Background: an optimization exercise with open tools, aiming at small area, a short achievable clock period and few clock cycles per item. Do not read the settings as production practice.
In this exercise RTL edits were held to simulation tests only and were not proved equivalent to the original.

==> flow/design.v (outline; a module is shown in full before it is edited, if it fits) <==
// module gemv_dot_pipe: 2719 lines
// module gemv_dot_fin: 10 lines
// module gemv_stream_engine: 120 lines
module gemv_stream_engine
#(
  parameter int unsigned SZ     = gemv_pkg::SZ_DEF,
  parameter int unsigned DW     = gemv_pkg::DW_DEF,
  parameter int unsigned N_ROWS = gemv_pkg::N_ROWS_DEF,
  parameter int unsigned AW     = gemv_pkg::gemv_aw(SZ, DW),
  localparam int unsigned IW    = (N_ROWS > 1) ? $clog2(N_ROWS) : 1
) (
  input  logic             clk,
  input  logic             rst_n,
  input  logic             start_i,
  input  logic             accum_i,
  input  logic [SZ*DW-1:0] w_i,
  input  logic             a_valid_i,
  output logic             a_ready_o,
  input  logic [SZ*DW-1:0] a_row_i,
  output logic             o_valid_o,
  input  logic             o_ready_i,
  output logic [DW-1:0]    o_data_o,
  output logic [IW-1:0]    o_idx_o,
  output logic             busy_o,
  output logic             done_o,
  output logic             ovf_o
);
  // ...
==> flow/run.sh <==
#!/bin/bash
# synth_recipe.tcl (not shown) runs the flow's synth.tcl, then flattens the netlist and writes it again
# the make line also repeats each setting of config.mk as NAME=value (left out here)
make -C /OpenROAD-flow-scripts/flow DESIGN_CONFIG=/design/flow/config.mk WORK_HOME=/design/flow/orfs CLKGATE_MAP_FILE= SYNTH_SCRIPT=/design/flow/synth_recipe.tcl finish
==> flow/config.mk <==
export PLATFORM = sky130hd
export DESIGN_NAME = gemv_stream_engine
export DESIGN_NICKNAME = gemv_stream_engine
export VERILOG_FILES = /design/flow/design.v
export SDC_FILE = /design/flow/constraint.sdc
export NUM_CORES = 4
export LEC_CHECK = 0
export ABC_AREA = 1
export CAP_MARGIN = 20
export CORE_MARGIN = 2
export CORE_UTILIZATION = 40
export SETUP_SLACK_MARGIN = 2.5
export SLEW_MARGIN = 20
==> flow/constraint.sdc <==
create_clock -name core_clock -period 9.0 [get_ports {clk}]
set_input_delay 1.8000 -clock core_clock [delete_from_list [all_inputs] [get_ports {clk}]]
set_output_delay 1.8000 -clock core_clock [all_outputs]
set_load 0.01 [all_outputs]
==> impl_metrics.toml, run 1 <==
[final_layout]
nets = 3448
fillCellCount = 6192
sh_seq_area = 0.2026
largest_reg_flops = 70
final_common_cell = "inv_1"
clkCellAreaFrac = 0.02064
stdcell_area_um2 = 29090
diodes = 0
area_share_nonclk_buffers = 0.06137

[yosys]
synth_top_family_by_area = "adder cells"
yosysWarnings = 1
synth-main-ff-cell = "edfxtp_1"
synthXorXnorAreaFrac = 0.1271
yosysTopAreaCell = "fa_1"
syn_avg_cell_area_um2 = 9.220

[sta]
slew_headroom = 0.2183
finalHoldViolCount = 0
setup_viol = 0
worst_slack_ps = 2566
tns_ps = 0

[die]
n_tap_cell = 855
core_um2 = 64460

[clock_tree]
cts_buffer_depth = 2
cts_buffers = 17

[global_routing]
grt_max_degree = 76
busiest_layer = "met2"
track_usage = 0.2993

[worst_setup_path]
cp.depth = 14
r2r-end = "mid_q[37]"
path_max_fanout = 10
max_stage_delay_ps = 640
rr_worst_depth = 12
worst-path-buf-inv = 5

[place]
place_congestion = 0.9915
dp_cells = 3693

[route]
top_layer = "met4"
wire_per_inst_um = 26.39
first_pass_iters = 12

[min_path]
min_from = "acc_a_q[25]"

[run_status]
status = "finished clean"
Testbench counts, summed over its fixed seeds: cycles 16,000, items 9,600.
==> run 2, diff against run 1 <==
--- a/flow/config.mk
+++ b/flow/config.mk
@@ -9,5 +9,5 @@
 export CAP_MARGIN = 20
 export CORE_MARGIN = 2
 export CORE_UTILIZATION = 40
-export SETUP_SLACK_MARGIN = 2.5
+export SETUP_SLACK_MARGIN = 3.5
 export SLEW_MARGIN = 20
==> run 2 against run 1 <==
Count of clock-buffer cells in the layout up 1. Register-to-register slack better by 620 ps. Critical path depth unchanged. Highest routed layer unchanged. Worst hold slack worse by 13 ps. Fmax up 12%. Synthesized cell count unchanged. Worst setup slack better by 670 ps. Cell area up 12%.
==> impl_metrics.toml, run 2 <==
[clock_tree]
cts_sinks = 198
clkLatencyLatePin_ps = 530
path_clk_slew_ps = 80
postCtsHoldBufs = 0
cts_buffers = 17
cts_buffer_depth = 2
cts_tree = "built"
htreeDepth = 4
root_buffer = "clkbuf_16"

[yosys]
synth_top_area_share = 0.3067
synth-main-ff-cell = "edfxtp_1"
ys_top_cells_by_count = "inv_1, nand2_1, fa_1"
synthArstFlopShare = 0.05051
yosysTopAreaCell = "fa_1"
yosysSeqAreaShare = 0.2258
yosys-top-cells-area = "fa_1, edfxtp_1, xor2_1"
yosysUniqueCellTypes = 46
syn_inst = 2832
yosysWarnings = 1
syn-cell-area_um2 = 26110
synthMostInstantiatedCell = "inv_1"
syn_nets = 3390
synth-edff-count = 188
synth-seq-cells = 198
syn_avg_cell_area_um2 = 9.220

[sta]
finalHoldViolCount = 0
period_needed_ps = 5763
tns_ps = 0
slew_headroom = 0.2645
rsz0062_at_grt = "yes"
skew_ps = 25.98
maxSlewViolCount = 0
finalCritPeriodShare = 0.6403
tightestPinTransition_ps = 1092
fmax_ghz = 0.1735
setup_viol = 0

[die]
dieArea_um2 = 67340
core_um2 = 64460
start_util = 0.4051
ios = 125
die_h_um = 259.5
num_rows = 93
die_x_um = 259.5

[final_layout]
nets = 3613
mostFrequentLayoutCells = "inv_1, nand2_1, xor2_1"
largest_reg_flops = 70
fillCellCount = 5924
drive_above_1_share = 0.2627
diodes = 0
syn_to_final_growth_pct = 24.63
final_common_cell = "inv_1"
top_regs = "mid_q x70, w_q x48"
largest_register = "mid_q"

[run_status]
status = "finished clean"

[worst_setup_path]
crit_required_ps = 9260
start_kind = "input port"
cp-end-kind = "flip-flop"
crit_type = "input port to flip-flop"
cp.arrival_ps = 6030
path_max_fanout = 7

[global_routing]
grt_max_degree = 70
grt_overflow_total = 0
antenna_found_initial = 0
grt_pass1_vias = 22500
track_usage = 0.3136
grt_pass1_wl_um = 151600

[route]
drc_errors = 0
first_pass_iters = 6
drtIter0Drc = 2071
wirelength_um = 104200
wire_per_inst_um = 26.56
routed-via-count = 21910
viasPerCell = 5.586
ant_nets = 0

[place]
place_congestion = 0.9883
io_buffer_count = 124
detailed_place_hpwl_um = 80850

[min_path]
worstHoldPathType = "flip-flop to flip-flop"

[flow_run]
max_cap_viol_count = 0
run 2: cell counts after synthesis:
No cell type changed its count.
run 2: logic make-up after synthesis:
family,Yosys count,synth area share
AND/OR/NAND/NOR,664,0.1066
buffers and inverters,651,0.09445
AO/OA/AOI/OAI,485,0.1126
adder cells (fa/ha/maj),456,0.3335
XOR/XNOR,378,0.1271
flip-flops,198,0.2258
run 2: layer usage:
metal  routed length, um  part of all wire  global-route usage
met1               42850              0.41              0.4212
met2               48040              0.46              0.5045
met3                8302             0.080             0.05497
met4                4990             0.048              0.1242
met5                   0                 0                   0
run 2: metrics by stage:
stage	util	hold slack [ps]	area, um2	setup slack (ps)	cells
6_report	0.5048	409.1	32540	3237	3923
5_1_grt	0.5048	426.7	32540	3138	3923
4_1_cts	0.4900	419.5	31590	3299	3887
3_5_place_dp	0.4389	405.4	28290	1847	3696
3_3_place_gp	0.4389	401.2	28290	1947	3696
2_1_floorplan	-	400.3	26560	3153	2832
run 2: final timing paths:
| path | cells past startpoint | start | to | slack (ps) |
|---|---|---|---|---|
| max | 14 | a_row_i[4] | mid_q[35] | 3240 |
| min | 0 | acc_a_q[16] | acc_b_q[16] | 410 |
| max reg2reg | 14 | w_q[11] | mid_q[37] | 3310 |
| min reg2reg | 0 | acc_a_q[16] | acc_b_q[16] | 410 |
| max in group asynchronous | 1 | rst_n | vld_m_q | 7110 |
| min in group asynchronous | 1 | rst_n | busy_q | 1580 |
run 2: timing repair:
| action | 4_1_cts | 5_1_grt |
|---|---|---|
| setup endpoints to repair | 60 | 52 |
| buffers inserted | 153 | 35 |
| pin swaps | 133 | 73 |
| resized for setup | 573 | 181 |
| gates cloned | 6 | 1 |
run 2: layout make-up:
| class | instances | area (um2) | area share |
|---|---|---|---|
| multi-input cells | 1983 | 19740 | 0.6067 |
| flip-flops and latches | 198 | 5896 | 0.1812 |
| repair buffers | 345 | 3090 | 0.09497 |
| inverters | 504 | 2101 | 0.06455 |
| well taps | 855 | 1070 | 0.03287 |
| clock buffers | 18 | 429.2 | 0.01319 |
| clock inverters | 14 | 170.2 | 0.005229 |
| repair inverters | 6 | 42.54 | 0.001307 |
run 2: worst max-delay path, stage by stage:
cell and delay [ps]:
buf_8 90, clkinvlp_4 210, o22ai_2 240, xor2_1 230
fa_2 490, fa_2 580, fa_2 460, fa_1 560
inv_1 60, fa_2 330, inv_2 70, fa_1 400
inv_1 80, fa_1 400
==> run 3, diff against run 2 <==
==> flow/flow/run.sh (new file) <==
#!/bin/bash
# The standard layout, with the port buffers made from buf_4 cells instead of
# the buffer_ports default (a slow delay cell the resizer cannot swap out).
set -euo pipefail
export BUFFER_PORTS_ARGS="-buffer_cell sky130_fd_sc_hd__buf_4"
bash standard.sh finish > standard.log 2>&1
==> flow/standard.sh (new file) <==
#!/bin/bash
# synth_recipe.tcl (not shown) runs the flow's synth.tcl, then flattens the netlist and writes it again
# the make line also repeats each setting of config.mk as NAME=value (left out here)
make -C /OpenROAD-flow-scripts/flow DESIGN_CONFIG=/design/flow/config.mk WORK_HOME=/design/flow/orfs CLKGATE_MAP_FILE= SYNTH_SCRIPT=/design/flow/synth_recipe.tcl "${@:-finish}"
--- a/flow/config.mk
+++ b/flow/config.mk
@@ -9,5 +9,5 @@
 export CAP_MARGIN = 20
 export CORE_MARGIN = 2
 export CORE_UTILIZATION = 40
-export SETUP_SLACK_MARGIN = 3.5
+export SETUP_SLACK_MARGIN = 2.5
 export SLEW_MARGIN = 20
removed: flow/run.sh
==> run 3 against run 2 <==
Critical path depth unchanged. Still clean on timing, DRC and antenna. Cell area shrank 13%. Routed wire length decreased by 4.6%. First-iteration DRC count increased by 18%. Clock skew rose by 4.8 ps. Count of clock-buffer cells in the layout unchanged. Highest routed layer unchanged. Critical path type is now flip-flop to flip-flop. Die area stayed put. Sequential cell count is the same.
==> impl_metrics.toml, run 3 <==
[run_status]
status = "finished clean"

[yosys]
synth_fa_ha_area_frac = 0.3335
synthXorXnorAreaFrac = 0.1271
ys_top_cells_by_count = "inv_1, nand2_1, fa_1"
yosys.area_share.simple = 0.1066
syn-cell-area_um2 = 26110
synth-edff-count = 188
synth_top_family_by_area = "adder cells"
yosysTopAreaCell = "fa_1"
syn_inst = 2832
synthMostInstantiatedCell = "inv_1"
yosysWarnings = 1
yosys-top-cells-area = "fa_1, edfxtp_1, xor2_1"
synth-seq-cells = 198
synth_mux_area_frac = 0
yosysSeqAreaShare = 0.2258
synth-main-ff-cell = "edfxtp_1"
yosysUniqueCellTypes = 46
synthArstFlopShare = 0.05051
syn_nets = 3390
syn_avg_cell_area_um2 = 9.220
synth_compound_area_frac = 0.1126
synth_top_area_share = 0.3067

[route]
wirelength_um = 99400
wire_per_inst_um = 26.70
drtIter0Drc = 2439
drc_errors = 0
first_pass_iters = 9
viasPerCell = 5.667
routed-via-count = 21100
ant_nets = 0

[clock_tree]
cts_buffers = 17
cts_tree = "built"
cts_sinks = 198
postCtsHoldBufs = 0
htreeDepth = 4
clkLatencyLatePin_ps = 530
cts_buffer_depth = 2
path_clk_slew_ps = 90
root_buffer = "clkbuf_16"

[final_layout]
drive_above_1_share = 0.09066
largest_reg_flops = 70
syn_to_final_growth_pct = 8.654
final_common_cell = "inv_1"
mostFrequentLayoutCells = "inv_1, nand2_1, fa_1"
largest_register = "mid_q"
top_regs = "mid_q x70, w_q x48"
fin_cells = 3723
nets = 3413
fillCellCount = 6381
diodes = 0

[sta]
fin_hold_ws_ps = 416.6
tightestPinTransition_ps = 1178
fmax_ghz = 0.1610
tns_ps = 0
slew_headroom = 0.2096
setup_viol = 0
finalHoldViolCount = 0
maxSlewViolCount = 0
skew_ps = 30.78
period_needed_ps = 6211
rsz0062_at_grt = "no"
finalCritPeriodShare = 0.6901

[global_routing]
antenna_found_initial = 1
grt_overflow_total = 0
grt_pass1_wl_um = 144300
grt_max_degree = 75
grt_pass1_vias = 21240
track_usage = 0.2997

[die]
die_h_um = 259.5
num_rows = 93
dieArea_um2 = 67340
die_x_um = 259.5
ios = 125
core_um2 = 64460
start_util = 0.4051

[place]
place_congestion = 0.9718
detailed_place_hpwl_um = 81230
dp_cells = 3690
io_buffer_count = 124

[worst_setup_path]
path_max_fanout = 15
crit_type = "flip-flop to flip-flop"
cp-end-kind = "flip-flop"
start_kind = "flip-flop"
crit_required_ps = 9260
cp.arrival_ps = 6470

[flow_run]
max_cap_viol_count = 0

[min_path]
worstHoldPathType = "flip-flop to flip-flop"
-- run 3: final timing paths --
path                             startpoint           to  slack [ps]  cells past startpoint
worst max-delay path                 w_q[3]    mid_q[31]        2790                     14
worst min-delay path            acc_a_q[23]  acc_b_q[23]         420                      0
worst max register to register       w_q[3]    mid_q[31]        2790                     14
worst min register to register  acc_a_q[23]  acc_b_q[23]         420                      0
max in group asynchronous             rst_n       pend_q        7760                      1
min in group asynchronous             rst_n      accum_q        1090                      1
-- run 3: timing repair --
action,in CTS,in global routing
setup buffers,0,0
endpoints found under the setup margin,0,7
endpoints found under the hold margin,0,0
gates resized for setup,0,3
-- run 3: logic make-up after synthesis --
family,after synthesis
buffers and inverters,651
AND/OR/NAND/NOR,664
XOR/XNOR,378
flip-flops,198
adder cells (fa/ha/maj),456
AO/OA/AOI/OAI,485
-- run 3: final cells by class --
class,count,area [um2],share of cell area
multi-input combinational,1983,17770,0.6262
timing repair buffer,151,1134,0.03996
inverter,504,1901,0.06699
clock buffer,18,429.2,0.01513
sequential,198,5896,0.2078
tap,855,1070,0.03771
clock inverter,14,175.2,0.006174
-- run 3: critical path, stage by stage (launching register included) --
cell,delay (ps)
edfxtp_1,870
clkinvlp_4,670
o21ai_1,270
buf_4,270
o22ai_1,110
xor2_1,400
fa_1,500
inv_1,80
fa_1,440
fa_1,520
fa_1,440
fa_1,390
fa_1,510
inv_1,50
fa_1,420
-- run 3: stage by stage --
step	cell area, um2	setup WS (ps)	utilization
after CTS	28350	2657	0.4398
final	28370	2789	0.4401
after floorplan	26110	2849	-
after detailed placement	27750	2454	0.4304
after global placement	27740	2467	0.4303
after global routing	28370	2641	0.4401
-- run 3: routing by layer --
layer | GRT usage | wire length (um) | vias to the layer above
met2 | 0.4751 | 45410 | 1144
met5 | 0 | 0 | -
met4 | 0.09626 | 3617 | 0
li1 | - | - | 9151
met1 | 0.4110 | 41330 | 10630
met3 | 0.06259 | 9044 | 176

separate check: timing with driven ports:
Ports are ideal in the flow. The routed layouts listed here were re-timed in OpenROAD.
Step 1, drivers: a clkbuf_16 drives clk and a buf_2 each remaining input, both assumed.
Step 2, shift: input delay + t, output delay - t, t = (earliest + latest rising clock arrival at the registers) / 2. This alone moves slack from input paths to output paths.
a / b / c = no drivers / after step 1 / after step 2; a / b = the first two.
| run | t (ns) | setup WS [ns] | worst hold slack (ns) |
|---|---|---|---|
| run 1 | 0.560 | 2.566 / 2.588 / 2.028 | 0.422 / 0.422 / 0.422 |
| run 2 | 0.576 | 3.237 / 3.248 / 2.672 | 0.409 / 0.409 / 0.409 |
| run 3 | 0.579 | 2.789 / 2.789 / 2.376 | 0.417 / 0.417 / 0.417 |
After both steps every run listed still meets setup and hold. The setup slack of run 2, which loses most, moves by +0.011 ns with the drivers and by -0.565 ns with both steps.
